Source: an optimization exercise on an open RTL-to-GDS flow (aim: small area). Production flows keep margins and buffers that such runs may drop. In this exercise RTL edits were held to simulation tests only and were not proved equivalent to the original. Power and IR drop assume default switching activity.

--- flow/design.v ---
module mips_wb_trace #(
    parameter int DEPTH   = 16,
    parameter int STAMP_W = 16,
    localparam int PTR_W  = $clog2(DEPTH),
    localparam int LVL_W  = PTR_W + 1
) (
    input  logic               CK,
    input  logic               RESET,
    input  logic               IN_VALID,
    input  logic [4:0]         IN_ADDR,
    input  logic [31:0]        IN_DATA,
    input  logic               IN_DONE,
    output logic               OUT_VALID,
    input  logic               OUT_READY,
    output logic [STAMP_W-1:0] OUT_STAMP,
    output logic [4:0]         OUT_ADDR,
    output logic [31:0]        OUT_DATA,
    input  logic [4:0]         SHADOW_RADDR,
    output logic [31:0]        SHADOW_RDATA,
    output logic [LVL_W-1:0]   LEVEL,
    output logic [7:0]         DROP_CNT,
    output logic               FINISHED
);
    logic [STAMP_W-1:0] stamp;
    logic [PTR_W-1:0]   wr_ptr;
    logic [PTR_W-1:0]   rd_ptr;
    logic [LVL_W-1:0]   level;
    logic [7:0]         drop_cnt;
    logic               done_latch;
    logic [STAMP_W-1:0] mem_stamp [DEPTH];
    logic [4:0]         mem_addr  [DEPTH];
    logic [31:0]        mem_data  [DEPTH];
    logic [31:0]        shadow    [32];
    logic push_req;
    logic full;
    logic pop;
    logic push_ok;
    function automatic logic [7:0] sat_inc8(input logic [7:0] v);
        sat_inc8 = (v == 8'hFF) ? v : v + 8'd1;
    endfunction
    assign push_req = IN_VALID && !done_latch;
    assign full     = (level == LVL_W'(DEPTH));
    assign pop      = OUT_VALID && OUT_READY;
    assign push_ok  = push_req && (!full || pop);
    always_ff @(posedge CK or negedge RESET) begin
        if (!RESET) begin
            stamp      <= '0;
            wr_ptr     <= '0;
            rd_ptr     <= '0;
            level      <= '0;
            drop_cnt   <= '0;
            done_latch <= 1'b0;
            for (int i = 0; i < 32; i++) shadow[i] <= '0;
        end else begin
            stamp      <= stamp + 1'b1;
            done_latch <= done_latch | IN_DONE;
            if (push_ok) wr_ptr <= wr_ptr + 1'b1;
            if (pop)     rd_ptr <= rd_ptr + 1'b1;
            if (push_ok && !pop)      level <= level + 1'b1;
            else if (!push_ok && pop) level <= level - 1'b1;
            if (push_req && !push_ok) drop_cnt <= sat_inc8(drop_cnt);
            if (push_req && (IN_ADDR != 5'd0)) shadow[IN_ADDR] <= IN_DATA;
        end
    end
    always_ff @(posedge CK) begin
        if (push_ok) begin
            mem_stamp[wr_ptr] <= stamp;
            mem_addr[wr_ptr]  <= IN_ADDR;
            mem_data[wr_ptr]  <= IN_DATA;
        end
    end
    assign OUT_VALID    = (level != '0);
    assign OUT_STAMP    = OUT_VALID ? mem_stamp[rd_ptr] : '0;
    assign OUT_ADDR     = OUT_VALID ? mem_addr[rd_ptr]  : '0;
    assign OUT_DATA     = OUT_VALID ? mem_data[rd_ptr]  : '0;
    assign SHADOW_RDATA = shadow[SHADOW_RADDR];
    assign LEVEL        = level;
    assign DROP_CNT     = drop_cnt;
    assign FINISHED     = done_latch && (level == '0);
endmodule
--- flow/constraint.sdc ---
create_clock -name core_clock -period 10.0 [get_ports {CK}]
set_input_delay 2.0000 -clock core_clock [delete_from_list [all_inputs] [get_ports {CK}]]
set_output_delay 2.0000 -clock core_clock [all_outputs]
set_load 0.01 [all_outputs]
--- flow/run.sh ---
#!/bin/bash
# synth_recipe.tcl (not shown) runs the flow's synth.tcl, then flattens the netlist and writes it again
# the make line also repeats each setting of config.mk as NAME=value (left out here)
make -C /OpenROAD-flow-scripts/flow DESIGN_CONFIG=/design/flow/config.mk WORK_HOME=/design/flow/orfs CLKGATE_MAP_FILE= SYNTH_SCRIPT=/design/flow/synth_recipe.tcl finish
--- flow/config.mk ---
export PLATFORM = sky130hd
export DESIGN_NAME = mips_wb_trace
export DESIGN_NICKNAME = mips_wb_trace
export VERILOG_FILES = /design/flow/design.v
export SDC_FILE = /design/flow/constraint.sdc
export NUM_CORES = 4
export LEC_CHECK = 0
export CAP_MARGIN = 20
export CORE_MARGIN = 2
export CORE_UTILIZATION = 40
export SLEW_MARGIN = 20
==> results of run 1 <==
cell type report:
class / count / area (sq um)
timing repair buffer: 287 / 2640
fill: 16800 / 106000
sequential: 1910 / 52100
clock inverter: 66 / 678
multi-input combinational: 2381 / 24700
tap: 2542 / 3180
antenna: 7 / 17.5
clock buffer: 289 / 5580
inverter: 9 / 33.8
worst min-delay path by stage:
| stage | startpoint | end | cells past startpoint | slack [ns] |
|---|---|---|---|---|
| floorplan | shadow[0][10] | shadow[0][10] | 1 | 0.43 |
| global placement | shadow[0][2] | shadow[0][2] | 0 | 0.37 |
| CTS | shadow[0][26] | shadow[0][26] | 0 | 0.38 |
| finish | shadow[0][24] | shadow[0][24] | 0 | 0.38 |
| global route | shadow[0][10] | shadow[0][10] | 0 | 0.38 |
| detailed placement | shadow[0][10] | shadow[0][10] | 0 | 0.37 |
per-layer routing:
layer,vias to the layer above,wire (um),GRT usage
met5,-,48,0
met4,8,6640,0.0723
met1,24200,99800,0.323
li1,18300,-,-
met2,1584,113000,0.381
met3,411,14500,0.0356
per-stage QoR:
stage               power [mW]  hold slack, ns  area (sq um)   util  worst slack (ns)
global placement          11.6           0.366         82600  0.425              1.71
global route              19.2           0.383         88900  0.457              1.53
floorplan                 10.4           0.430         78200      -              4.44
detailed placement        11.6           0.366         82600  0.425              1.64
CTS                       18.7           0.379         88900  0.457              1.63
finish                    18.5           0.377         88900  0.457              1.54
power by group through the flow:
| stage | Combinational, mW | Clock, mW | Sequential [mW] |
|---|---|---|---|
| after detailed placement | 3.00 | 0 | 8.59 |
| after floorplan | 1.95 | 0 | 8.45 |
| final | 2.93 | 7.17 | 8.43 |
| after global routing | 3.13 | 7.60 | 8.44 |
| after CTS | 3.01 | 7.29 | 8.44 |
| after global placement | 2.99 | 0 | 8.59 |
registers in the layout, summed over array words and instances, names as in the netlist:
register and count:
shadow 1024, mem_data 512, mem_stamp 256, mem_addr 80, stamp 16, drop_cnt 8
level 5, rd_ptr 4, wr_ptr 4, done_latch 1
worst max-delay path, delay by kind of cell:
kind            cells  cell delay [ns]
buf+inv             3             2.19
compound gates      2             0.53
simple gates        3             1.72
layout by cell type (no fill, tap or decap), drive strengths merged, types with 23 or more instances in the layout:
cell / count
mux4: 265
nor2: 82
edfxtp: 848
nand4: 39
xnor2: 23
nand2: 188
clkbuf: 289
buf: 152
clkdlybuf4s50: 135
and2: 73
mux2: 993
a21oi: 56
nor4: 25
nor3: 36
nand3: 29
clkinv: 44
dfrtp: 1062
a22oi: 441
kinds of logic (layout without fill, tap and decap cells):
kind of cell             after synthesis  after routing  synth area share
AND/OR/NAND/NOR                      525            525            0.0340
other                                  0              7                 0
adder cells (fa/ha/maj)               12             12           0.00202
buffers and inverters                413            651            0.0239
flip-flops                          1910           1910             0.665
XOR/XNOR                              32             32           0.00358
multiplexers                        1260           1260             0.220
AO/OA/AOI/OAI                        552            552            0.0518
==> results_dict.tcl, run 1 <==
set metrics [dict create \
    detailed_place_hpwl_um 127000 \
    vdd.ir_drop.worst_mv 0.278 \
    worstPathCellList "clkdlybuf4s50_1, nand3_1, nor2_4, buf_4, a221oi_1, nand4_1, o22a_1, clkdlybuf4s50_1" \
    yosys_warnings 2 \
    postSynth.asyncResetShare 0.556 \
    crit_start "SHADOW_RADDR[2]" \
    r2r_setup_slack_ns 6.28 \
    power.share.clock 0.387 \
    report.final.hold_viol_count 0 \
    switching_share 0.253 \
    slew_violations 0 \
    fmaxAchievable_mhz 118 \
    cellInternalPower_mw 13.8 \
    antenna_found_initial 13 \
    final_layout_size_suffix_gt1_frac 0.360 \
    critPathLaunchType "input pin" \
    power.static_leakage_nw 36.9 \
    top_level_ports 147 \
    combPwrFrac 0.158 \
    max_cap_viol_count 0 \
    slowest_stage "sky130_fd_sc_hd__clkdlybuf4s50_1" \
    endpoint_kind "output port" \
    grt_max_degree 179 \
    first_global_vias 44900 \
    dr.pass1.iters 5 \
    ys_seq_elements 1910 \
    cpPeakStageDelay_ns 1.11 \
    grt_overflow_total 0 \
    globalplace.congestion 0.803 \
    avgSynthCellArea_sq_um 16.6 \
    area_growth_syn_to_layout_pct 13.7 \
    reg2regPathDepth 6 \
    most_instantiated_library_cell_after_synthesis "sky130_fd_sc_hd__dfrtp_1" \
    cts.hold.buffers_added 0 \
    clk_transition_reported_paths_ns 0.05 \
    synthesis.instances 4704 \
    rr_startpoint "level[0]" \
    final_min_period_over_clock_period 0.846 \
    synth.cells.most_frequent "sky130_fd_sc_hd__dfrtp_1 (1,062), sky130_fd_sc_hd__mux2_2 (992), sky130_fd_sc_hd__edfxtp_1 (848)" \
    grtUsageTotal 0.234 \
    postRouteWirelength_um 234000 \
    rows 162 \
    post_cts_setup_bufs 0 \
    relSlewSlack 0.186 \
    tritoncts "built" \
    finalSetupViolCount 0 \
    worst_r2r_endpoint "mem_data[3][18]" \
    cts_inserted_buffers 197 \
    die-height_um 446 \
    synth_sequential_area_ratio 0.665 \
    design.final.nets 4845 \
    final.setup.tns_ns 0 \
    criticalPathCategory "input pin to output port" \
    hold_path_class "register to register" \
    final_cell_count_no_fill 7491 \
    worstPathMaxFanout 21 \
    least_margin_pin_slew_ns 1.22 \
    effective_utilization_at_floorplan 0.402 \
    clkSinkCount 1910 \
    clock_skew_ns 0.0428 \
    crit_top_cell "sky130_fd_sc_hd__clkdlybuf4s50_1" \
    cts-root-to-sink-buffers 3 \
    post_synth_instance_area_sq_um 78200 \
    clock-root-buffer "sky130_fd_sc_hd__clkbuf_16" \
    grt_first_pass_wirelength_um 334000 \
    vias 44400 \
    synthTopCellsByArea "sky130_fd_sc_hd__dfrtp_1 (34%), sky130_fd_sc_hd__edfxtp_1 (33%), sky130_fd_sc_hd__mux2_2 (14%)" \
    synth_area_leader_cell "sky130_fd_sc_hd__dfrtp_1" \
    critPathArrivalTime_ns 6.46 \
    die_w_um 446 \
    p_seq_frac 0.455 \
    post_drt_wl_per_cell_um 31.2 \
    design.die.area_sq_um 199000 \
    drt_first_iter_violations 4528 \
    synth.lib_cells_used.distinct 61 \
    status "finished clean" \
    ant_nets 0 \
    detail_route.vias_per_cell 5.93 \
    switching_power_mw 4.70 \
    drc 0 \
    synth_enable_flop_cells 848 \
    ys_dominant_reg_cell "sky130_fd_sc_hd__dfrtp_1" \
    worstSkewPairLatency_ns 0.84 \
    core_area_sq_um 195000 \
    crit_required_ns 8.00 \
    power-per-cell-area_nw_per_um2 208 \
    port_buffers 146 \
    cts-resized-gates 0 \
    yosys.area.top_type_share 0.340 \
    rsz0062_at_grt "no" \
    worst_setup_path_endpoint "SHADOW_RDATA[10]" \
    post-route-min-period_ns 8.46 \
    h-tree-depth 4 \
    synthesis.nets 4763 \
    placed_cells_incl_taps 7129 \
]
==> run 2: changes to the inputs <==
==> flow/design.v (replaced) <==
module mips_wb_trace (
    input  logic        CK,
    input  logic        RESET,
    input  logic        IN_VALID,
    input  logic [4:0]  IN_ADDR,
    input  logic [31:0] IN_DATA,
    input  logic        IN_DONE,
    output logic        OUT_VALID,
    input  logic        OUT_READY,
    output logic [15:0] OUT_STAMP,
    output logic [4:0]  OUT_ADDR,
    output logic [31:0] OUT_DATA,
    input  logic [4:0]  SHADOW_RADDR,
    output logic [31:0] SHADOW_RDATA,
    output logic [4:0]  LEVEL,
    output logic [7:0]  DROP_CNT,
    output logic        FINISHED
);
    localparam int DEPTH = 16;
    localparam int EW    = 16 + 5 + 32;
    logic [15:0] stamp;
    logic [3:0]  wr_ptr;
    logic [3:0]  rd_ptr;
    logic [4:0]  level;
    logic [7:0]  drop_cnt;
    logic        done_latch;    
    logic        live;          
    logic [31:1] sh_valid;      
    logic push_req, push_req_h, full, pop, push_ok, hold_ok;
    assign push_req   = IN_VALID && !done_latch;
    assign push_req_h = IN_VALID && live;
    assign full       = level[4];
    assign pop        = OUT_VALID && OUT_READY;
    assign push_ok    = push_req && (!full || pop);
    assign hold_ok    = push_req_h && (!full || pop);
    always_ff @(posedge CK or negedge RESET) begin
        if (!RESET) begin
            stamp      <= '0;
            wr_ptr     <= '0;
            rd_ptr     <= '0;
            level      <= '0;
            drop_cnt   <= '0;
            done_latch <= 1'b0;
            live       <= 1'b1;
        end else begin
            stamp      <= stamp + 1'b1;
            done_latch <= done_latch | IN_DONE;
            live       <= live & ~IN_DONE;
            if (push_ok) wr_ptr <= wr_ptr + 1'b1;
            if (pop)     rd_ptr <= rd_ptr + 1'b1;
            if (push_ok && !pop)      level <= level + 1'b1;
            else if (!push_ok && pop) level <= level - 1'b1;
            if (push_req && !push_ok && drop_cnt != 8'hFF) drop_cnt <= drop_cnt + 1'b1;
        end
    end
    logic [31:0] sh_q [32];
    logic [31:0] sh_sel;
    assign sh_q[0]   = '0;
    assign sh_sel[0] = 1'b0;
    for (genvar i = 1; i < 32; i++) begin : g_sh
        logic ld, hd;
        logic [31:0] q;
        assign ld = push_req && (IN_ADDR == 5'(i));
        assign hd = !(push_req_h && (IN_ADDR == 5'(i)));
        always_ff @(posedge CK) q <= (IN_DATA & {32{ld}}) | (q & {32{hd}});
        always_ff @(posedge CK or negedge RESET) begin
            if (!RESET)  sh_valid[i] <= 1'b0;
            else if (ld) sh_valid[i] <= 1'b1;
        end
        assign sh_q[i]   = q;
        assign sh_sel[i] = sh_valid[i] && (SHADOW_RADDR == 5'(i));
    end
    logic [31*32-1:0] sh_flat;
    for (genvar i = 1; i < 32; i++) begin : g_shf
        assign sh_flat[(i-1)*32 +: 32] = sh_q[i];
    end
    mips_wb_trace_aomux #(.N(31), .W(32)) u_sh_rd (
        .sel(sh_sel[31:1]), .din(sh_flat), .dout(SHADOW_RDATA));
    logic [EW-1:0] fq [DEPTH];
    logic [EW-1:0] head;
    logic [EW-1:0] wdata;
    assign wdata = {stamp, IN_ADDR, IN_DATA};
    for (genvar i = 0; i < DEPTH; i++) begin : g_fifo
        logic ld, hd;
        logic [EW-1:0] q;
        assign ld = push_ok && (wr_ptr == 4'(i));
        assign hd = !(hold_ok && (wr_ptr == 4'(i)));
        always_ff @(posedge CK) q <= (wdata & {EW{ld}}) | (q & {EW{hd}});
        assign fq[i] = q;
    end
    logic [DEPTH-1:0] fsel;
    for (genvar i = 0; i < DEPTH; i++) begin : g_fsel
        assign fsel[i] = OUT_VALID && (rd_ptr == 4'(i));
    end
    logic [DEPTH*EW-1:0] fq_flat;
    for (genvar i = 0; i < DEPTH; i++) begin : g_fqf
        assign fq_flat[i*EW +: EW] = fq[i];
    end
    mips_wb_trace_aomux #(.N(DEPTH), .W(EW)) u_fifo_rd (
        .sel(fsel), .din(fq_flat), .dout(head));
    assign OUT_VALID    = (level != '0);
    assign {OUT_STAMP, OUT_ADDR, OUT_DATA} = head;
    assign LEVEL        = level;
    assign DROP_CNT     = drop_cnt;
    assign FINISHED     = done_latch && !OUT_VALID;
endmodule
module mips_wb_trace_aomux #(
    parameter int N = 2,
    parameter int W = 1
) (
    input  logic [N-1:0]   sel,
    input  logic [N*W-1:0] din,
    output logic [W-1:0]   dout
);
    always_comb begin
        dout = '0;
        for (int i = 0; i < N; i++) dout |= din[i*W +: W] & {W{sel[i]}};
    end
endmodule
--- a/flow/config.mk
+++ b/flow/config.mk
@@ -9,3 +9,5 @@
 export CORE_MARGIN = 2
 export CORE_UTILIZATION = 40
 export SLEW_MARGIN = 20
+export SYNTH_HIERARCHICAL = 1
+export SYNTH_MINIMUM_KEEP_SIZE = 0
==> results_dict.tcl, run 2 <==
set metrics [dict create \
    finalSetupViolCount 0 \
    post_synth_instance_area_sq_um 69500 \
    grt_first_pass_wirelength_um 376000 \
    drc 0 \
    number_of_instances_on_the_worst_hold_path 1 \
    vias 55500 \
    detailed_place_hpwl_um 138000 \
    critPathArrivalTime_ns 5.65 \
    area_growth_syn_to_layout_pct 12.9 \
    effective_utilization_at_floorplan 0.404 \
    post-route-min-period_ns 7.65 \
    synth_area_leader_cell "sky130_fd_sc_hd__dfxtp_1" \
    h-tree-depth 4 \
    synth.cells.most_frequent "sky130_fd_sc_hd__a22o_1 (2,084), sky130_fd_sc_hd__dfxtp_1 (1,840), sky130_fd_sc_hd__clkbuf_1 (501)" \
    biggestRegsByFlops "g_sh.q: 992 flops, g_fifo.q: 848 flops, sh_valid: 31 flops" \
    cts-resized-gates 0 \
    worstPathMaxFanout 32 \
    relSlewSlack 0.209 \
    largest_register "g_sh.q" \
    rsz0062_at_grt "no" \
    worst_hold_path.endpoint "sh_valid[29]" \
    synthesis.instances 6007 \
    criticalPathCategory "input pin to output port" \
    max_cap_viol_count 0 \
    cts-root-to-sink-buffers 3 \
    status "finished clean" \
    antenna_found_initial 11 \
    post_cts_setup_bufs 0 \
    r2r_setup_slack_ns 6.42 \
    clk_transition_reported_paths_ns 0.07 \
    least_margin_pin_slew_ns 1.18 \
    avgSynthCellArea_sq_um 11.6 \
    postSynth.asyncResetShare 0.0366 \
    power.static_leakage_nw 30.1 \
    final_min_period_over_clock_period 0.765 \
    final.setup.tns_ns 0 \
    synth_enable_flop_cells 0 \
    grt_max_degree 56 \
    worstSkewPairLatency_ns 0.82 \
    synthesis.nets 6069 \
    design.final.nets 5774 \
    critPathLaunchType "input pin" \
    final_common_cell "sky130_fd_sc_hd__a22o_1" \
    synth.lib_cells_used.distinct 49 \
    yosys.area.top_type_share 0.530 \
    slew_violations 0 \
    dr.pass1.iters 9 \
    rows 152 \
    ys_dominant_reg_cell "sky130_fd_sc_hd__dfxtp_1" \
    port_buffers 146 \
    fin_area_sq_um 78400 \
    ant_nets 0 \
    hold_path_class "register to register" \
    crit_required_ns 8.00 \
    endpoint_kind "output port" \
    clock_skew_ns 0.0172 \
    globalplace.congestion 0.851 \
    cts_inserted_buffers 193 \
    top_level_ports 147 \
    clkSinkCount 1910 \
    core_area_sq_um 172000 \
    grtUsageTotal 0.283 \
    final.hold.worst_slack_ns 0.465 \
    hold_path.startpoint "sh_valid[29]" \
    postRouteWirelength_um 260000 \
    drt_first_iter_violations 6159 \
    first_global_vias 54000 \
    fmaxAchievable_mhz 131 \
    ys_seq_elements 1910 \
    cts.hold.buffers_added 0 \
    die_w_um 421 \
    yosys_warnings 11 \
    power-per-cell-area_nw_per_um2 210 \
    tritoncts "built" \
    synthTopCellsByArea "sky130_fd_sc_hd__dfxtp_1 (53%), sky130_fd_sc_hd__a22o_1 (26%), sky130_fd_sc_hd__a22oi_1 (4.1%)" \
    vdd.ir_drop.worst_mv 0.137 \
    rr_startpoint "done_latch" \
    most_instantiated_library_cell_after_synthesis "sky130_fd_sc_hd__a22o_1" \
    largest_register_ffs 992 \
    final.setup.worst_slack_ns 2.35 \
    clock-root-buffer "sky130_fd_sc_hd__clkbuf_16" \
    die-height_um 421 \
    final_layout_size_suffix_gt1_frac 0.112 \
    grt_overflow_total 0 \
    detailed_place.area_sq_um 71600 \
    reg2regPathDepth 5 \
    most-common-layout-cells "sky130_fd_sc_hd__a22o_1 (2,084), sky130_fd_sc_hd__dfxtp_1 (1,840), sky130_fd_sc_hd__a22oi_1 (384), sky130_fd_sc_hd__a221oi_1 (212), sky130_fd_sc_hd__clkbuf_16 (199)" \
    place_worst_setup_slack_ns 2.51 \
    detail_route.vias_per_cell 6.77 \
    report.final.hold_viol_count 0 \
    post_drt_wl_per_cell_um 31.7 \
    design.die.area_sq_um 177000 \
    worst_r2r_endpoint "g_sh[26].q[11]" \
    synth_sequential_area_ratio 0.555 \
]
## run 2: where the power goes
part / internal (mW) / switching (mW) / leakage, nW
combinational: 0.230 / 0.809 / 11.0
clock: 4.46 / 3.19 / 3.33
sequential: 7.72 / 0.0894 / 15.8
## run 2: final cells by class
cell class	count	area [sq um]
clock buffers	278	5690
inverters	7	26.3
repair buffers	272	2330
flip-flops and latches	1910	38600
multi-input cells	3328	27900
diodes	4	10.0
well taps	2310	2890
fillers	15500	93700
clock inverters	89	1060
## run 2: kinds of logic (layout without fill, tap and decap cells)
logic type      after synthesis  in the layout  share of synthesized area
compound gates             2757           2757                      0.344
xor+xnor                     29             29                    0.00366
fa+ha+maj                    15             15                    0.00281
buf+inv                     769            646                     0.0518
flops                      1910           1910                      0.555
mux                           4              4                   0.000630
other cells                   0              4                          0
simple gates                523            523                     0.0421
## run 2: worst max-delay path by stage
stage	startpoint	to	slack [ns]	cells after the start
finish	SHADOW_RADDR[1]	SHADOW_RDATA[12]	2.35	8
global route	SHADOW_RADDR[1]	SHADOW_RDATA[12]	2.34	8
CTS	SHADOW_RADDR[0]	SHADOW_RDATA[12]	2.50	9
detailed placement	SHADOW_RADDR[0]	SHADOW_RDATA[16]	2.51	9
global placement	SHADOW_RADDR[1]	SHADOW_RDATA[12]	2.48	9
floorplan	SHADOW_RADDR[0]	SHADOW_RDATA[29]	4.32	8
## run 2: critical path, cell delays in order
cell and delay, ns:
sky130_fd_sc_hd__clkdlybuf4s50_1 0.59, sky130_fd_sc_hd__nor2b_1 0.37, sky130_fd_sc_hd__nor2b_1 0.29, sky130_fd_sc_hd__and3_2 0.98, sky130_fd_sc_hd__a22oi_1 0.24, sky130_fd_sc_hd__nand3_1 0.32, sky130_fd_sc_hd__or4_1 0.26, sky130_fd_sc_hd__clkdlybuf4s50_1 0.56
## run 2: metrics by stage
step / total power [mW] / std cells / utilization
detailed placement: 8.98 / 7823 / 0.416
global placement: 8.97 / 7822 / 0.416
floorplan: 8.57 / 6007 / -
global route: 16.9 / 8195 / 0.456
finish: 16.5 / 8198 / 0.456
CTS: 16.5 / 8190 / 0.455
## run 2: metal layers
layer / share of wire / track usage
met5: 0.000050 / 0
met3: 0.085 / 0.0551
met1: 0.40 / 0.364
met4: 0.053 / 0.142
met2: 0.46 / 0.454
==> run 3: changes to the inputs <==
--- a/flow/design.v
+++ b/flow/design.v
@@ -62,7 +62,11 @@
         logic [31:0] q;
         assign ld = push_req && (IN_ADDR == 5'(i));
         assign hd = !(push_req_h && (IN_ADDR == 5'(i)));
-        always_ff @(posedge CK) q <= (IN_DATA & {32{ld}}) | (q & {32{hd}});
+        logic [31:0] nx;
+        for (genvar b = 0; b < 32; b++) begin : g_b
+            mips_wb_trace_ao22 u_m (.a(ld), .b(IN_DATA[b]), .c(hd), .d(q[b]), .y(nx[b]));
+        end
+        always_ff @(posedge CK) q <= nx;
         always_ff @(posedge CK or negedge RESET) begin
             if (!RESET)  sh_valid[i] <= 1'b0;
             else if (ld) sh_valid[i] <= 1'b1;
@@ -85,7 +89,11 @@
         logic [EW-1:0] q;
         assign ld = push_ok && (wr_ptr == 4'(i));
         assign hd = !(hold_ok && (wr_ptr == 4'(i)));
-        always_ff @(posedge CK) q <= (wdata & {EW{ld}}) | (q & {EW{hd}});
+        logic [EW-1:0] nx;
+        for (genvar b = 0; b < EW; b++) begin : g_b
+            mips_wb_trace_ao22 u_m (.a(ld), .b(wdata[b]), .c(hd), .d(q[b]), .y(nx[b]));
+        end
+        always_ff @(posedge CK) q <= nx;
         assign fq[i] = q;
     end
     logic [DEPTH-1:0] fsel;
@@ -112,8 +120,62 @@
     input  logic [N*W-1:0] din,
     output logic [W-1:0]   dout
 );
-    always_comb begin
-        dout = '0;
-        for (int i = 0; i < N; i++) dout |= din[i*W +: W] & {W{sel[i]}};
+    localparam int G  = (N + 2) / 3;       
+    localparam int R  = N - 3 * (G - 1);   
+    localparam int H  = (G + 3) / 4;       
+    for (genvar b = 0; b < W; b++) begin : g_bit
+        logic [G-1:0] t;                   
+        logic [H-1:0] o;
+        for (genvar g = 0; g < G; g++) begin : g_t
+            if (g < G - 1 || R == 3) begin : g_3
+                mips_wb_trace_ao222n u_t (
+                    .a(sel[3*g]),   .b(din[(3*g)*W + b]),
+                    .c(sel[3*g+1]), .d(din[(3*g+1)*W + b]),
+                    .e(sel[3*g+2]), .f(din[(3*g+2)*W + b]), .y(t[g]));
+            end else if (R == 2) begin : g_2
+                mips_wb_trace_ao22n u_t (
+                    .a(sel[3*g]),   .b(din[(3*g)*W + b]),
+                    .c(sel[3*g+1]), .d(din[(3*g+1)*W + b]), .y(t[g]));
+            end else begin : g_1
+                mips_wb_trace_nand2 u_t (.a(sel[3*g]), .b(din[(3*g)*W + b]), .y(t[g]));
+            end
+        end
+        for (genvar h = 0; h < H; h++) begin : g_n
+            localparam int K = (G - 4*h >= 4) ? 4 : G - 4*h;
+            mips_wb_trace_nandn #(.K(K)) u_n (.a(t[4*h +: K]), .y(o[h]));
+        end
+        assign dout[b] = |o;
     end
 endmodule
+module mips_wb_trace_ao222n (
+    input  logic a, b, c, d, e, f,
+    output logic y
+);
+    assign y = !((a && b) || (c && d) || (e && f));
+endmodule
+module mips_wb_trace_ao22 (
+    input  logic a, b, c, d,
+    output logic y
+);
+    assign y = (a && b) || (c && d);
+endmodule
+module mips_wb_trace_ao22n (
+    input  logic a, b, c, d,
+    output logic y
+);
+    assign y = !((a && b) || (c && d));
+endmodule
+module mips_wb_trace_nand2 (
+    input  logic a, b,
+    output logic y
+);
+    assign y = !(a && b);
+endmodule
+module mips_wb_trace_nandn #(
+    parameter int K = 4
+) (
+    input  logic [K-1:0] a,
+    output logic         y
+);
+    assign y = !(&a);
+endmodule
--- a/flow/config.mk
+++ b/flow/config.mk
@@ -7,7 +7,9 @@
 export LEC_CHECK = 0
 export CAP_MARGIN = 20
 export CORE_MARGIN = 2
-export CORE_UTILIZATION = 40
+export CORE_UTILIZATION = 70
+export CTS_CLUSTER_DIAMETER = 80
+export CTS_CLUSTER_SIZE = 24
 export SLEW_MARGIN = 20
 export SYNTH_HIERARCHICAL = 1
 export SYNTH_MINIMUM_KEEP_SIZE = 0
==> results_dict.tcl, run 3 <==
set metrics [dict create \
    final_layout_size_suffix_gt1_frac 0.0747 \
    status "finished clean" \
    synthesis.instances 5105 \
    clock_skew_ns 0.0284 \
    relSlewSlack 0.153 \
    vias 56000 \
    first_global_vias 54300 \
    regArea_sq_um 38600 \
    drc 0 \
    rsz0062_at_grt "no" \
    grtUsageTotal 0.478 \
    combPwrFrac 0.078 \
    switching_share 0.253 \
    port_buffers 146 \
    largest_register_ffs 992 \
    crit_required_ns 8.00 \
    postRouteWirelength_um 236000 \
    cts-root-to-sink-buffers 3 \
    detailed_place_hpwl_um 114000 \
    grt_overflow_total 0 \
    worstSkewPairLatency_ns 0.73 \
    finalSetupViolCount 0 \
    cts_inserted_buffers 89 \
    design.final.nets 5500 \
    fmaxAchievable_mhz 130 \
    area_growth_syn_to_layout_pct 9.99 \
    slew_violations 0 \
    postSynth.asyncResetShare 0.0366 \
    switching_power_mw 3.26 \
    effective_utilization_at_floorplan 0.707 \
    cts-resized-gates 0 \
    max_cap_viol_count 0 \
    ant_nets 0 \
    cts.hold.buffers_added 0 \
    power.share.clock 0.317 \
    utilization 0.777 \
    yosys_warnings 9 \
    cellInternalPower_mw 9.63 \
    biggestRegsByFlops "g_sh.q: 992 flops, g_fifo.q: 848 flops, sh_valid: 31 flops" \
    critPathLaunchType "input pin" \
    criticalPathCategory "input pin to output port" \
    synth_enable_flop_cells 0 \
    dr.pass1.iters 22 \
    clock-root-buffer "sky130_fd_sc_hd__clkbuf_16" \
    multi_input_gate_area_in_the_final_layout_sq_um 26500 \
    filler_cell_count 5963 \
    grt_max_degree 54 \
    largest_register "g_sh.q" \
    report.final.hold_viol_count 0 \
    post_cts_setup_bufs 0 \
    die-height_um 308 \
    synth.cells.most_frequent "sky130_fd_sc_hd__a22o_1 (1,840), sky130_fd_sc_hd__dfxtp_1 (1,840), sky130_fd_sc_hd__a222oi_1 (585)" \
    p_seq_frac 0.605 \
    top_level_ports 147 \
    post_synth_instance_area_sq_um 64800 \
    yosys.area.top_type_share 0.569 \
    synth_sequential_area_ratio 0.596 \
    least_margin_pin_slew_ns 1.27 \
    grt_first_pass_wirelength_um 345000 \
    core_area_sq_um 91700 \
    endpoint_kind "output port" \
    final.setup.tns_ns 0 \
    drt_first_iter_violations 12000 \
    die_w_um 308 \
    finalPower_mw 12.9 \
    critPathArrivalTime_ns 5.69 \
    clk_transition_reported_paths_ns 0.09 \
    ys_seq_elements 1910 \
    h-tree-depth 3 \
    antenna_found_initial 7 \
    synthesis.nets 5167 \
    hold_path_class "register to register" \
    design.die.area_sq_um 95000 \
    most-common-layout-cells "sky130_fd_sc_hd__a22o_1 (1,840), sky130_fd_sc_hd__dfxtp_1 (1,840), sky130_fd_sc_hd__a222oi_1 (585), sky130_fd_sc_hd__nand2_1 (182), sky130_fd_sc_hd__nand4_1 (124)" \
    clkSinkCount 1910 \
    post_drt_wl_per_cell_um 35.5 \
    ys_dominant_reg_cell "sky130_fd_sc_hd__dfxtp_1" \
    tritoncts "built" \
    avgSynthCellArea_sq_um 12.7 \
    power-per-cell-area_nw_per_um2 181 \
    rows 111 \
    vdd.ir_drop.worst_mv 0.172 \
    synth_area_leader_cell "sky130_fd_sc_hd__dfxtp_1" \
    synth.lib_cells_used.distinct 48 \
    globalplace.congestion 0.932 \
    synthTopCellsByArea "sky130_fd_sc_hd__dfxtp_1 (57%), sky130_fd_sc_hd__a22o_1 (25%), sky130_fd_sc_hd__a222oi_1 (9.0%)" \
    worstPathMaxFanout 32 \
    power.static_leakage_nw 27.4 \
    detail_route.vias_per_cell 8.42 \
    final_min_period_over_clock_period 0.769 \
    post-route-min-period_ns 7.69 \
]
[run 3: per-stage QoR]
step,cell area [sq um],worst slack (ns),hold slack (ns),instances
2_1_floorplan,64800,3.73,0.430,5105
3_3_place_gp,68800,2.59,0.445,6532
3_5_place_dp,68800,2.54,0.444,6532
4_1_cts,71200,2.52,0.467,6647
5_1_grt,71200,2.30,0.479,6648
6_report,71200,2.31,0.467,6651
[run 3: critical path, stage by stage]
cell                              delay (ns)
sky130_fd_sc_hd__clkdlybuf4s50_1        0.47
sky130_fd_sc_hd__nor2b_1                0.20
sky130_fd_sc_hd__nor2b_1                0.19
sky130_fd_sc_hd__and3_2                 0.56
sky130_fd_sc_hd__a222oi_1               0.49
sky130_fd_sc_hd__nand4_1                0.62
sky130_fd_sc_hd__or3_1                  0.62
sky130_fd_sc_hd__clkdlybuf4s50_1        0.51
[run 3: layer usage]
metal / GRT usage / part of all wire / up-vias
li1: - / - / 22600
met1: 0.597 / 0.35 / 26800
met2: 0.722 / 0.42 / 5228
met3: 0.131 / 0.15 / 1333
met4: 0.332 / 0.082 / 6
met5: 0 / 0.00016 / -
[run 3: power groups by stage]
stage	clock, mW	combinational (mW)	sequential [mW]
after floorplan	0	0.392	7.94
after global placement	0	0.922	7.97
after detailed placement	0	0.935	7.97
after CTS	4.05	0.936	7.80
after global routing	4.31	0.997	7.81
final	4.08	1.01	7.80
[run 3: layout make-up]
| cell class | instances | area share |
|---|---|---|
| flip-flops and latches | 1910 | 0.542 |
| multi-input cells | 3170 | 0.372 |
| clock buffers | 112 | 0.0338 |
| repair buffers | 260 | 0.0306 |
| well taps | 1186 | 0.0208 |
| clock inverters | 3 | 0.000369 |
| inverters | 7 | 0.000369 |
| diodes | 3 | 0.000105 |
[run 3: final timing paths]
| check | from | end | slack, ns | depth (start not counted) |
|---|---|---|---|---|
| worst max-delay path | SHADOW_RADDR[0] | SHADOW_RDATA[4] | 2.31 | 8 |
| worst min-delay path | sh_valid[6] | sh_valid[6] | 0.47 | 1 |
| worst max register to register | done_latch | g_fifo[15].q[13] | 6.51 | 6 |
| worst min register to register | sh_valid[6] | sh_valid[6] | 0.47 | 1 |
| max in group asynchronous | RESET | sh_valid[29] | 7.67 | 2 |
| min in group asynchronous | RESET | drop_cnt[5] | 1.18 | 1 |
[run 3: cell families after synthesis]
group / count (synthesis) / synth area share
flops: 1910 / 0.596
mux: 6 / 0.00102
buf+inv: 25 / 0.00172
simple gates: 679 / 0.0538
fa+ha+maj: 15 / 0.00301
xor+xnor: 26 / 0.00352
compound gates: 2444 / 0.341
[run 3: Yosys stat by module (local to each module, per instance), excerpt]
module,times used,cells
mips_wb_trace_ao222n,585,1
mips_wb_trace_nand2,85,1
mips_wb_trace_ao22,1840,1
mips_wb_trace,1,2308
==> run 4: changes to the inputs <==
--- a/flow/config.mk
+++ b/flow/config.mk
@@ -7,7 +7,7 @@
 export LEC_CHECK = 0
 export CAP_MARGIN = 20
 export CORE_MARGIN = 2
-export CORE_UTILIZATION = 70
+export CORE_UTILIZATION = 55
 export CTS_CLUSTER_DIAMETER = 80
 export CTS_CLUSTER_SIZE = 24
 export SLEW_MARGIN = 20
==> results_dict.tcl, run 4 <==
set metrics [dict create \
    status "finished clean" \
    endpoint_kind "output port" \
    hold_path_class "register to register" \
    critPathBufInv 2 \
    h-tree-depth 3 \
    post_drt_wl_per_cell_um 34.7 \
    clkSinkCount 1910 \
    worst_r2r_endpoint "g_fifo[15].q[45]" \
    finalSetupViolCount 0 \
    wl_met1_um 93500 \
    combPwrFrac 0.078 \
    ant_nets 0 \
    post_synth_instance_area_sq_um 64800 \
    port_buffers 146 \
    yosys-mux-area-fraction 0.00102 \
    grt_first_pass_wirelength_um 356000 \
    largest_register_ffs 992 \
    synth_xor_area_frac 0.00352 \
    drc 0 \
    grtUsageTotal 0.388 \
    critPathArrivalTime_ns 5.64 \
    rsz0062_at_grt "no" \
    criticalPathCategory "input pin to output port" \
    vias 54300 \
    tritoncts "built" \
    number_of_instances_on_the_worst_hold_path 1 \
    worstPathCellList "clkdlybuf4s50_1, and2_1, nor2b_1, and3_2, a222oi_1, nand4_1, or3_1, clkdlybuf4s50_1" \
    synthesis.instances 5105 \
    critPathLaunchType "input pin" \
    p_seq_frac 0.595 \
    worst_hold_path.endpoint "sh_valid[10]" \
    synth_compound_area_frac 0.341 \
    ys_seq_elements 1910 \
    worstSkewPairLatency_ns 0.74 \
    max_cap_viol_count 0 \
    grt_max_degree 54 \
    report.final.hold_viol_count 0 \
    antenna_found_initial 11 \
    design.final.nets 5528 \
    final.hold.worst_slack_ns 0.466 \
    final.setup.worst_slack_ns 2.36 \
    yosys.area.top_type_share 0.569 \
    post_synth_fa_ha_maj_area_fraction 0.00301 \
    cts.hold.buffers_added 0 \
    final_layout_size_suffix_gt1_frac 0.0763 \
    clock-root-buffer "sky130_fd_sc_hd__clkbuf_16" \
    switching_share 0.255 \
    most-common-layout-cells "sky130_fd_sc_hd__a22o_1 (1,840), sky130_fd_sc_hd__dfxtp_1 (1,840), sky130_fd_sc_hd__a222oi_1 (585), sky130_fd_sc_hd__nand2_1 (187), sky130_fd_sc_hd__buf_4 (144)" \
    synth_enable_flop_cells 0 \
    power.share.clock 0.327 \
    detailed_place_hpwl_um 122000 \
    detail_route.vias_per_cell 7.73 \
    cts_inserted_buffers 91 \
    amount_of_wire_on_met3_after_detailed_routing_um 27000 \
    fmaxAchievable_mhz 131 \
    crit_family "simple AND/OR/NAND/NOR gates" \
    avgSynthCellArea_sq_um 12.7 \
    core_area_sq_um 117000 \
    biggestRegsByFlops "g_sh.q: 992 flops, g_fifo.q: 848 flops, sh_valid: 31 flops" \
    synthTopCellsByArea "sky130_fd_sc_hd__dfxtp_1 (57%), sky130_fd_sc_hd__a22o_1 (25%), sky130_fd_sc_hd__a222oi_1 (9.0%)" \
    cellInternalPower_mw 9.76 \
    design.die.area_sq_um 121000 \
    hold_path.startpoint "sh_valid[10]" \
    post-route-min-period_ns 7.64 \
    vdd.ir_drop.worst_mv 0.166 \
    worstPathMaxFanout 32 \
    top_level_ports 147 \
    rr_startpoint "done_latch" \
    ys_dominant_reg_cell "sky130_fd_sc_hd__dfxtp_1" \
    rows 125 \
    slowest_stage "sky130_fd_sc_hd__or3_1" \
    synth_top_family_by_area "compound AO/OA/AOI/OAI gates" \
    least_margin_pin_slew_ns 1.19 \
    synth_area_leader_cell "sky130_fd_sc_hd__dfxtp_1" \
    power-per-cell-area_nw_per_um2 182 \
    cts-resized-gates 0 \
    yosys_warnings 9 \
    r2r_setup_slack_ns 6.60 \
    switching_power_mw 3.35 \
    place_worst_setup_slack_ns 2.50 \
    grt_overflow_total 0 \
    postRouteWirelength_um 244000 \
    synth_simple_gate_area_share 0.0538 \
    largest_register "g_sh.q" \
    dr.pass1.iters 9 \
    reg2regPathDepth 6 \
    cp_num_cells 8 \
    final.setup.tns_ns 0 \
    crit_required_ns 8.00 \
    synth.lib_cells_used.distinct 48 \
    post_cts_setup_bufs 0 \
    area_growth_syn_to_layout_pct 11.4 \
    top_signal_layer_used "met5" \
    cts-root-to-sink-buffers 3 \
    crit_top_cell "sky130_fd_sc_hd__clkdlybuf4s50_1" \
    clk_transition_reported_paths_ns 0.10 \
    slew_violations 0 \
    final_min_period_over_clock_period 0.764 \
    synth.cells.most_frequent "sky130_fd_sc_hd__a22o_1 (1,840), sky130_fd_sc_hd__dfxtp_1 (1,840), sky130_fd_sc_hd__a222oi_1 (585)" \
    first_global_vias 52500 \
    die_w_um 347 \
    clock_skew_ns 0.0226 \
    synthesis.nets 5167 \
    die-height_um 347 \
    postSynth.asyncResetShare 0.0366 \
    relSlewSlack 0.210 \
    effective_utilization_at_floorplan 0.556 \
    synth_sequential_area_ratio 0.596 \
    cpPeakStageDelay_ns 0.62 \
    drt_first_iter_violations 8573 \
    finalPower_mw 13.1 \
    globalplace.congestion 0.850 \
    power.static_leakage_nw 27.7 \
    routed_length_on_met2_um 109000 \
]
-- run 4: cell counts after synthesis --
No cell type changed its count.
-- run 4: power by group through the flow --
stage / logic [mW] / registers, mW / clock network (mW)
floorplan: 0.392 / 7.94 / 0
global placement: 0.963 / 7.97 / 0
detailed placement: 0.973 / 7.97 / 0
CTS: 0.977 / 7.80 / 4.32
global route: 1.04 / 7.82 / 4.56
finish: 1.03 / 7.80 / 4.29
-- run 4: cell type report --
cell class                      instances  area (sq um)
Fill cell                            9258         44400
Sequential cell                      1910         38600
Multi-Input combinational cell       3170         26500
Clock buffer                          113          2550
Timing Repair Buffer                  286          2430
Tap cell                             1524          1910
Clock inverter                          5          80.1
Inverter                                7          26.3
Antenna cell                            7          17.5
-- run 4: worst reg2reg max path, stage by stage, from the launching register on --
cell	delay [ns]
sky130_fd_sc_hd__dfrtp_1	0.46
sky130_fd_sc_hd__and2b_2	0.39
sky130_fd_sc_hd__nor2b_1	0.51
sky130_fd_sc_hd__nand2_1	0.40
sky130_fd_sc_hd__nor2_4	0.67
sky130_fd_sc_hd__buf_4	0.64
sky130_fd_sc_hd__a22o_1	0.28
-- run 4: logic make-up after synthesis --
logic type | count (synthesis)
AOI/OAI and AO/OA | 2444
DFF | 1910
and+or+nand+nor | 679
xor gates and xnor gates | 26
buffers and inverters | 25
adders and majority gates | 15
muxes | 6
-- run 4: Yosys stat by module (local to each module, per instance), a selection --
| module | cell area [sq um] | times used |
|---|---|---|
| mips_wb_trace | 40900 | 1 |
| mips_wb_trace_ao22 | 8.76 | 1840 |
| mips_wb_trace_nand2 | 3.75 | 85 |
| mips_wb_trace_ao222n | 10.0 | 585 |
-- run 4: how the worst max path moves through the flow --
stage | from | endpoint
final | SHADOW_RADDR[0] | SHADOW_RDATA[26]
after global routing | SHADOW_RADDR[0] | SHADOW_RDATA[26]
after CTS | SHADOW_RADDR[0] | SHADOW_RDATA[26]
after detailed placement | SHADOW_RADDR[0] | SHADOW_RDATA[26]
after global placement | SHADOW_RADDR[0] | SHADOW_RDATA[26]
after floorplan | level[0] | OUT_ADDR[0]
-- run 4: per-stage QoR --
| step | util | cell area [sq um] | instances |
|---|---|---|---|
| 2_1_floorplan | - | 64800 | 5105 |
| 3_5_place_dp | 0.596 | 69400 | 6894 |
| 4_1_cts | 0.618 | 72000 | 7012 |
| 5_1_grt | 0.619 | 72100 | 7019 |
| 3_3_place_gp | 0.596 | 69400 | 6893 |
| 6_report | 0.619 | 72100 | 7022 |
-- run 4: metal layers --
metal | track usage | up-vias
li1 | - | 22700
met1 | 0.506 | 27100
met2 | 0.619 | 3742
met3 | 0.0691 | 784
met4 | 0.197 | 12
met5 | 0 | -
==> run 5: changes to the inputs <==
==> flow/flow/run.sh (new file) <==
#!/bin/bash
# The standard layout (the standard.sh: standard synthesis, floorplan, power grid, tap
# cells, placement, CTS, routing) with two changes passed to ORFS as make variables:
#  - the port buffers are the smallest buffer (buf_1) instead of the resizer's default pick;
#  - CTS clusters the flip-flops as config.mk says and inserts no dummy loads.
# Each step's full output stays in orfs/logs/...; make's own output goes to standard_flow.log.
set -euo pipefail
CTS="-sink_clustering_enable -repair_clock_nets -sink_clustering_size 24 -sink_clustering_max_diameter 80 -dont_use_dummy_load"
bash standard.sh \
  "BUFFER_PORTS_ARGS=-buffer_cell sky130_fd_sc_hd__buf_1" \
  "CTS_ARGS=$CTS" \
  finish > standard_flow.log 2>&1
==> flow/standard.sh (new file) <==
#!/bin/bash
# synth_recipe.tcl (not shown) runs the flow's synth.tcl, then flattens the netlist and writes it again
# the make line also repeats each setting of config.mk as NAME=value (left out here)
make -C /OpenROAD-flow-scripts/flow DESIGN_CONFIG=/design/flow/config.mk WORK_HOME=/design/flow/orfs CLKGATE_MAP_FILE= SYNTH_SCRIPT=/design/flow/synth_recipe.tcl "${@:-finish}"
--- a/flow/config.mk
+++ b/flow/config.mk
@@ -7,7 +7,7 @@
 export LEC_CHECK = 0
 export CAP_MARGIN = 20
 export CORE_MARGIN = 2
-export CORE_UTILIZATION = 55
+export CORE_UTILIZATION = 62
 export CTS_CLUSTER_DIAMETER = 80
 export CTS_CLUSTER_SIZE = 24
 export SLEW_MARGIN = 20
removed: flow/run.sh
==> results_dict.tcl, run 5 <==
set metrics [dict create \
    rr_startpoint "done_latch" \
    drt_first_iter_violations 9849 \
    design.final.nets 5544 \
    top_level_ports 147 \
    worstSkewPairLatency_ns 0.72 \
    finalPower_mw 12.7 \
    synth_compound_area_frac 0.341 \
    synth_area_leader_cell "sky130_fd_sc_hd__dfxtp_1" \
    synth_sequential_area_ratio 0.596 \
    filler_cell_count 7780 \
    avgSynthCellArea_sq_um 12.7 \
    grtUsageTotal 0.431 \
    detailed_place.area_sq_um 68600 \
    synth.cells.most_frequent "sky130_fd_sc_hd__a22o_1 (1,840), sky130_fd_sc_hd__dfxtp_1 (1,840), sky130_fd_sc_hd__a222oi_1 (585)" \
    core_area_sq_um 104000 \
    post_synth_instance_area_sq_um 64800 \
    globalplace.congestion 0.863 \
    vias 55100 \
    grt_max_degree 54 \
    worst_hold_path.endpoint "sh_valid[7]" \
    slew_violations 0 \
    relSlewSlack 0.217 \
    status "finished clean" \
    worstPathCellList "buf_1, and2_1, nor2b_1, and3_2, a222oi_1, nand4_1, or3_1, buf_1" \
    cpPeakStageDelay_ns 0.58 \
    postSynth.asyncResetShare 0.0366 \
    yosys_warnings 9 \
    ys_seq_elements 1910 \
    switching_power_mw 3.23 \
    grt_first_pass_wirelength_um 350000 \
    critPathArrivalTime_ns 4.80 \
    grt_overflow_total 0 \
    rows 118 \
    hold_path_class "register to register" \
    utilization 0.684 \
    synth.lib_cells_used.distinct 48 \
    report.final.hold_viol_count 0 \
    worstPathMaxFanout 32 \
    multi_input_gate_area_in_the_final_layout_sq_um 26500 \
    cts_inserted_buffers 89 \
    power-per-cell-area_nw_per_um2 179 \
    finalSetupViolCount 0 \
    tritoncts "built" \
    cts-resized-gates 0 \
    synthesis.instances 5105 \
    cts.hold.buffers_added 0 \
    area_growth_syn_to_layout_pct 9.53 \
    port_buffers 146 \
    p_seq_frac 0.613 \
    post_synth_fa_ha_maj_area_fraction 0.00301 \
    yosys-mux-area-fraction 0.00102 \
    synth_simple_gate_area_share 0.0538 \
    max_cap_viol_count 0 \
    r2r_setup_slack_ns 6.40 \
    placed_cells_incl_taps 6767 \
    synth_enable_flop_cells 0 \
    criticalPathCategory "input pin to output port" \
    hold_path.startpoint "sh_valid[7]" \
    die-height_um 327 \
    least_margin_pin_slew_ns 1.17 \
    ys_dominant_reg_cell "sky130_fd_sc_hd__dfxtp_1" \
    synth_top_family_by_area "compound AO/OA/AOI/OAI gates" \
    endpoint_kind "output port" \
    clk_transition_reported_paths_ns 0.09 \
    biggestRegsByFlops "g_sh.q: 992 flops, g_fifo.q: 848 flops, sh_valid: 31 flops" \
    fmaxAchievable_mhz 147 \
    drc 0 \
    final_min_period_over_clock_period 0.680 \
    power.static_leakage_nw 27.3 \
    largest_register "g_sh.q" \
    first_global_vias 53100 \
    clkSinkCount 1910 \
    ant_nets 0 \
    design.die.area_sq_um 107000 \
    critPathLaunchType "input pin" \
    switching_share 0.254 \
    post_cts_setup_bufs 0 \
    post-route-min-period_ns 6.80 \
    slowest_stage "sky130_fd_sc_hd__or3_1" \
    power.share.clock 0.310 \
    number_of_instances_on_the_worst_hold_path 1 \
    synthTopCellsByArea "sky130_fd_sc_hd__dfxtp_1 (57%), sky130_fd_sc_hd__a22o_1 (25%), sky130_fd_sc_hd__a222oi_1 (9.0%)" \
    cts-root-to-sink-buffers 3 \
    vdd.ir_drop.worst_mv 0.207 \
    die_w_um 327 \
    yosys.area.top_type_share 0.569 \
    synth_xor_area_frac 0.00352 \
    regArea_sq_um 38600 \
    reg2regPathDepth 6 \
    detail_route.vias_per_cell 8.04 \
    dr.pass1.iters 10 \
    postRouteWirelength_um 240000 \
    antenna_found_initial 1 \
    final_cell_count_no_fill 6863 \
    cellInternalPower_mw 9.49 \
    final.setup.tns_ns 0 \
    combPwrFrac 0.077 \
    post_drt_wl_per_cell_um 35.0 \
    synthesis.nets 5167 \
    crit_required_ns 8.00 \
    final_layout_size_suffix_gt1_frac 0.0768 \
    detailed_place_hpwl_um 119000 \
    largest_register_ffs 992 \
    fin_area_sq_um 70900 \
    worst_r2r_endpoint "g_fifo[0].q[33]" \
    effective_utilization_at_floorplan 0.625 \
    crit_top_cell "sky130_fd_sc_hd__buf_1" \
    clock-root-buffer "sky130_fd_sc_hd__clkbuf_16" \
    most-common-layout-cells "sky130_fd_sc_hd__a22o_1 (1,840), sky130_fd_sc_hd__dfxtp_1 (1,840), sky130_fd_sc_hd__a222oi_1 (585), sky130_fd_sc_hd__nand2_1 (187), sky130_fd_sc_hd__buf_4 (153)" \
    clock_skew_ns 0.0477 \
    h-tree-depth 3 \
    rsz0062_at_grt "no" \
]
-- run 5: changes by cell type in the layout (fill, tap and decap cells not counted), sizes merged --
cell / change
clkinv: -2
clkdlybuf4s50: -113
buf: +100
diode: -4
inv: -2
bufinv: -1
clkbuf: +7
-- run 5: per-layer routing --
layer	track usage	vias up	share of wire
met1	0.566	27000	0.37
met5	0	-	0
met2	0.658	4502	0.43
met4	0.255	0	0.069
met3	0.0942	956	0.13
li1	-	22700	-
-- run 5: stage by stage --
step	worst slack (ns)	hold WS [ns]
2_1_floorplan	3.73	0.430
3_3_place_gp	3.41	0.446
3_5_place_dp	3.34	0.445
4_1_cts	3.31	0.467
5_1_grt	3.12	0.484
6_report	3.20	0.464
-- run 5: power by group through the flow --
| stage | Clock [mW] | Combinational, mW | Sequential, mW |
|---|---|---|---|
| finish | 3.94 | 0.982 | 7.80 |
| global route | 4.21 | 0.984 | 7.82 |
| CTS | 3.94 | 0.927 | 7.80 |
| detailed placement | 0 | 0.927 | 7.97 |
| global placement | 0 | 0.915 | 7.97 |
| floorplan | 0 | 0.392 | 7.94 |
-- run 5: worst max-delay path by stage --
stage               startpoint          endpoint  slack (ns)  depth (start not counted)
2_1_floorplan         level[0]       OUT_ADDR[0]        3.73                          7
3_3_place_gp   SHADOW_RADDR[0]  SHADOW_RDATA[12]        3.41                          8
3_5_place_dp   SHADOW_RADDR[0]  SHADOW_RDATA[12]        3.34                          8
4_1_cts        SHADOW_RADDR[0]  SHADOW_RDATA[17]        3.31                          8
5_1_grt        SHADOW_RADDR[0]  SHADOW_RDATA[15]        3.12                          8
6_report       SHADOW_RADDR[0]   SHADOW_RDATA[4]        3.20                          8
-- run 5: critical path: cells and delay by family --
| kind | cells | cell delay (ns) |
|---|---|---|
| compound gates | 1 | 0.49 |
| simple gates | 5 | 1.99 |
| buf+inv | 2 | 0.29 |
-- run 5: logic make-up after synthesis --
kind of cell / after synthesis
AND/OR/NAND/NOR: 679
adder cells (fa/ha/maj): 15
flip-flops: 1910
XOR/XNOR: 26
AO/OA/AOI/OAI: 2444
buffers and inverters: 25
multiplexers: 6
-- run 5: area by class of cell --
type / instances / area share
Antenna cell: 3 / 0.000106
Clock buffer: 89 / 0.0314
Inverter: 7 / 0.000370
Multi-Input combinational cell: 3170 / 0.374
Sequential cell: 1910 / 0.544
Tap cell: 1380 / 0.0243
Timing Repair Buffer: 304 / 0.0260
-- run 5: Yosys stat by module, one instance, submodules excluded, a selection --
| module | flops+latches | cell area [sq um] | cells inside |
|---|---|---|---|
| mips_wb_trace_ao222n | 0 | 10.0 | 1 |
| mips_wb_trace_nand2 | 0 | 3.75 | 1 |
| mips_wb_trace | 1910 | 40900 | 2308 |
| mips_wb_trace_ao22 | 0 | 8.76 | 1 |
==> run 6: changes to the inputs <==
==> flow/flow/run.sh (replaced) <==
#!/bin/bash
# The standard layout (the standard.sh: standard synthesis, floorplan, power grid, tap
# cells, placement, CTS, routing) with two changes passed to ORFS as make variables:
#  - the port buffers are the smallest buffer (buf_1) instead of the resizer's default pick;
#  - CTS builds the tree from clkbuf_8, in clusters of at most 16 flip-flops within 70 um,
#    and inserts no dummy loads.
# Each step's full output stays in orfs/logs/...; make's own output goes to standard_flow.log.
set -euo pipefail
CTS="-sink_clustering_enable -repair_clock_nets -buf_list sky130_fd_sc_hd__clkbuf_8 -sink_clustering_size 16 -sink_clustering_max_diameter 70 -dont_use_dummy_load"
bash standard.sh \
  "BUFFER_PORTS_ARGS=-buffer_cell sky130_fd_sc_hd__buf_1" \
  "CTS_ARGS=$CTS" \
  finish > standard_flow.log 2>&1
--- a/flow/config.mk
+++ b/flow/config.mk
@@ -8,8 +8,9 @@
 export CAP_MARGIN = 20
 export CORE_MARGIN = 2
 export CORE_UTILIZATION = 62
-export CTS_CLUSTER_DIAMETER = 80
-export CTS_CLUSTER_SIZE = 24
+export CTS_BUF_LIST = sky130_fd_sc_hd__clkbuf_8
+export CTS_CLUSTER_DIAMETER = 70
+export CTS_CLUSTER_SIZE = 16
 export SLEW_MARGIN = 20
 export SYNTH_HIERARCHICAL = 1
 export SYNTH_MINIMUM_KEEP_SIZE = 0
==> results_dict.tcl, run 6 <==
set metrics [dict create \
    cpPeakStageDelay_ns 0.63 \
    synth_sequential_area_ratio 0.596 \
    final.setup.tns_ns 0 \
    rr_startpoint "done_latch" \
    h-tree-depth 4 \
    post_drt_wl_per_cell_um 34.9 \
    drt_first_iter_violations 10300 \
    yosys.area.top_type_share 0.569 \
    synth.cells.most_frequent "sky130_fd_sc_hd__a22o_1 (1,840), sky130_fd_sc_hd__dfxtp_1 (1,840), sky130_fd_sc_hd__a222oi_1 (585)" \
    grt_first_pass_wirelength_um 352000 \
    globalRouteMet3Util 0.0949 \
    ys_dominant_reg_cell "sky130_fd_sc_hd__dfxtp_1" \
    effective_utilization_at_floorplan 0.625 \
    postRouteWirelength_um 242000 \
    final.setup.worst_slack_ns 3.13 \
    synthTopCellsByArea "sky130_fd_sc_hd__dfxtp_1 (57%), sky130_fd_sc_hd__a22o_1 (25%), sky130_fd_sc_hd__a222oi_1 (9.0%)" \
    post_synth_instance_area_sq_um 64800 \
    synth_area_leader_cell "sky130_fd_sc_hd__dfxtp_1" \
    synth.lib_cells_used.distinct 48 \
    hold_path.startpoint "sh_valid[23]" \
    global_route.usage.met2 0.663 \
    max_cap_viol_count 0 \
    worstPathCellList "buf_1, and2_1, nor2b_1, and3_2, a222oi_1, nand4_1, or3_1, buf_1" \
    slowest_stage "sky130_fd_sc_hd__or3_1" \
    rsz0062_at_grt "no" \
    rows 118 \
    grt_overflow_total 0 \
    cts-root-to-sink-buffers 3 \
    r2r_setup_slack_ns 6.38 \
    slew_violations 0 \
    cts_inserted_buffers 139 \
    clkSinkCount 1910 \
    report.final.hold_viol_count 0 \
    die-height_um 327 \
    status "finished clean" \
    fmaxAchievable_mhz 145 \
    area_growth_syn_to_layout_pct 9.06 \
    ant_nets 0 \
    tritoncts "built" \
    ys_seq_elements 1910 \
    cts-resized-gates 0 \
    core_area_sq_um 104000 \
    postSynth.asyncResetShare 0.0366 \
    die_w_um 327 \
    dr.pass1.iters 12 \
    worstPathMaxFanout 32 \
    most-common-layout-cells "sky130_fd_sc_hd__a22o_1 (1,840), sky130_fd_sc_hd__dfxtp_1 (1,840), sky130_fd_sc_hd__a222oi_1 (585), sky130_fd_sc_hd__nand2_1 (187), sky130_fd_sc_hd__buf_4 (153)" \
    post_cts_setup_bufs 0 \
    detail_route.vias_per_cell 8.01 \
    vias 55400 \
    critPathLaunchType "input pin" \
    port_buffers 146 \
    place_worst_setup_slack_ns 3.34 \
    clock-root-buffer "sky130_fd_sc_hd__clkbuf_8" \
    finalPower_mw 12.4 \
    yosys_warnings 9 \
    grtUsageTotal 0.434 \
    worst_r2r_endpoint "g_fifo[0].q[33]" \
    grt_max_degree 54 \
    largest_register "g_sh.q" \
    endpoint_kind "output port" \
    grt_use_met1 0.570 \
    top_usage_layer "met2" \
    globalplace.congestion 0.863 \
    avgSynthCellArea_sq_um 12.7 \
    largest_register_ffs 992 \
    power.static_leakage_nw 27.2 \
    clock_skew_ns 0.0566 \
    relSlewSlack 0.208 \
    criticalPathCategory "input pin to output port" \
    synth_enable_flop_cells 0 \
    detailed_place_hpwl_um 119000 \
    crit_top_cell "sky130_fd_sc_hd__buf_1" \
    critPathArrivalTime_ns 4.87 \
    vdd.ir_drop.worst_mv 0.177 \
    least_margin_pin_slew_ns 1.18 \
    final_layout_size_suffix_gt1_frac 0.0852 \
    post-route-min-period_ns 6.87 \
    power-per-cell-area_nw_per_um2 176 \
    design.die.area_sq_um 107000 \
    synthesis.instances 5105 \
    worst_hold_path.endpoint "sh_valid[23]" \
    finalSetupViolCount 0 \
    top_level_ports 147 \
    reg2regPathDepth 6 \
    final_min_period_over_clock_period 0.687 \
    antenna_found_initial 9 \
    worstSkewPairLatency_ns 0.90 \
    cts.hold.buffers_added 0 \
    first_global_vias 53300 \
    synthesis.nets 5167 \
    drc 0 \
    design.final.nets 5594 \
    number_of_instances_on_the_worst_hold_path 1 \
    clk_transition_reported_paths_ns 0.09 \
    biggestRegsByFlops "g_sh.q: 992 flops, g_fifo.q: 848 flops, sh_valid: 31 flops" \
    hold_path_class "register to register" \
    crit_required_ns 8.00 \
]
==> run 6: cell counts after synthesis <==
Identical to the previous run, type by type.
==> run 6: metal layers <==
layer / vias to the layer above / routed length (um) / share of wire
li1: 22800 / - / -
met1: 27000 / 89300 / 0.37
met2: 4660 / 104000 / 0.43
met3: 987 / 31600 / 0.13
met4: 6 / 16300 / 0.067
met5: - / 44 / 0.00018
==> run 6: where the power goes <==
part / internal (mW) / total, mW / switching [mW] / leakage (nW)
Sequential: 7.71 / 7.80 / 0.0904 / 15.8
Combinational: 0.188 / 0.986 / 0.798 / 10.4
Clock: 1.25 / 3.62 / 2.37 / 0.999
==> run 6: through the flow <==
step	cell area, sq um	hold slack [ns]	util	cells
floorplan	64800	0.430	-	5105
global placement	68600	0.446	0.662	6766
detailed placement	68600	0.445	0.662	6767
CTS	70500	0.467	0.681	6906
global route	70600	0.484	0.681	6912
finish	70600	0.467	0.682	6918
==> run 6: cell type report <==
| cell class | instances | area (sq um) |
|---|---|---|
| diodes | 8 | 20.0 |
| clock buffers | 139 | 1910 |
| fillers | 7853 | 33000 |
| inverters | 7 | 26.3 |
| multi-input cells | 3170 | 26500 |
| flip-flops and latches | 1910 | 38600 |
| well taps | 1380 | 1730 |
| repair buffers | 304 | 1840 |
==> run 6: kinds of logic after synthesis <==
family | synth area share
compound gates | 0.341
xor+xnor | 0.00352
fa+ha+maj | 0.00301
buf+inv | 0.00172
flops | 0.596
mux | 0.00102
simple gates | 0.0538
==> run 6: worst max path at each step <==
stage                          startpoint               end  slack (ns)  depth (start not counted)
after detailed placement  SHADOW_RADDR[0]  SHADOW_RDATA[12]        3.34                          8
final                     SHADOW_RADDR[0]  SHADOW_RDATA[29]        3.13                          8
after floorplan                  level[0]       OUT_ADDR[0]        3.73                          7
after global placement    SHADOW_RADDR[0]  SHADOW_RDATA[12]        3.41                          8
after CTS                 SHADOW_RADDR[0]  SHADOW_RDATA[17]        3.33                          8
after global routing      SHADOW_RADDR[0]  SHADOW_RDATA[15]        3.02                          8
==> run 6: modules after synthesis, one instance, submodules excluded, a selection <==
module / area (sq um) / cells inside / flops+latches / copies in the design
mips_wb_trace_nand2: 3.75 / 1 / 0 / 85
mips_wb_trace_ao222n: 10.0 / 1 / 0 / 585
mips_wb_trace_ao22: 8.76 / 1 / 0 / 1840
mips_wb_trace: 40900 / 2308 / 1910 / 1
==> run 6: critical path, delay by kind of cell <==
kind                   cells  cell delay (ns)
AOI/OAI and AO/OA          1             0.54
buffers and inverters      2             0.31
and+or+nand+nor            5             2.01

afterwards: timing with drivers on the ports:
In the flow no input, the clock included, has a driving cell. The finished layouts below were timed again as built, in two steps.
Step 1, drivers: a clkbuf_16 drives CK and a buf_2 each remaining input, both assumed.
Step 2 adds t to the input delays and takes it off the output delays; t is the mean of the earliest and latest rising clock arrival at the registers after step 1. Input paths then give back, and output paths get back, about the clock's delay inside the block.
Three values: ideal ports, drivers, drivers and shift; two values: the first two.
run | t, ns | setup slack, ns | worst register clock-pin slew, ns
run 1 | 0.914 | 1.544 / 1.405 / 1.405 | 0.07 / 0.07
run 2 | 0.899 | 2.349 / 2.317 / 2.317 | 0.07 / 0.07
run 3 | 0.788 | 2.308 / 2.263 / 2.263 | 0.10 / 0.10
run 4 | 0.806 | 2.356 / 2.290 / 2.290 | 0.10 / 0.10
run 5 | 0.776 | 3.201 / 3.172 / 3.172 | 0.10 / 0.10
run 6 | 0.944 | 3.127 / 3.098 / 3.098 | 0.11 / 0.11
After both steps setup and hold are still met in every run listed. The setup slack of run 1, which loses most, moves by -0.139 ns with the drivers and by -0.139 ns with both steps.
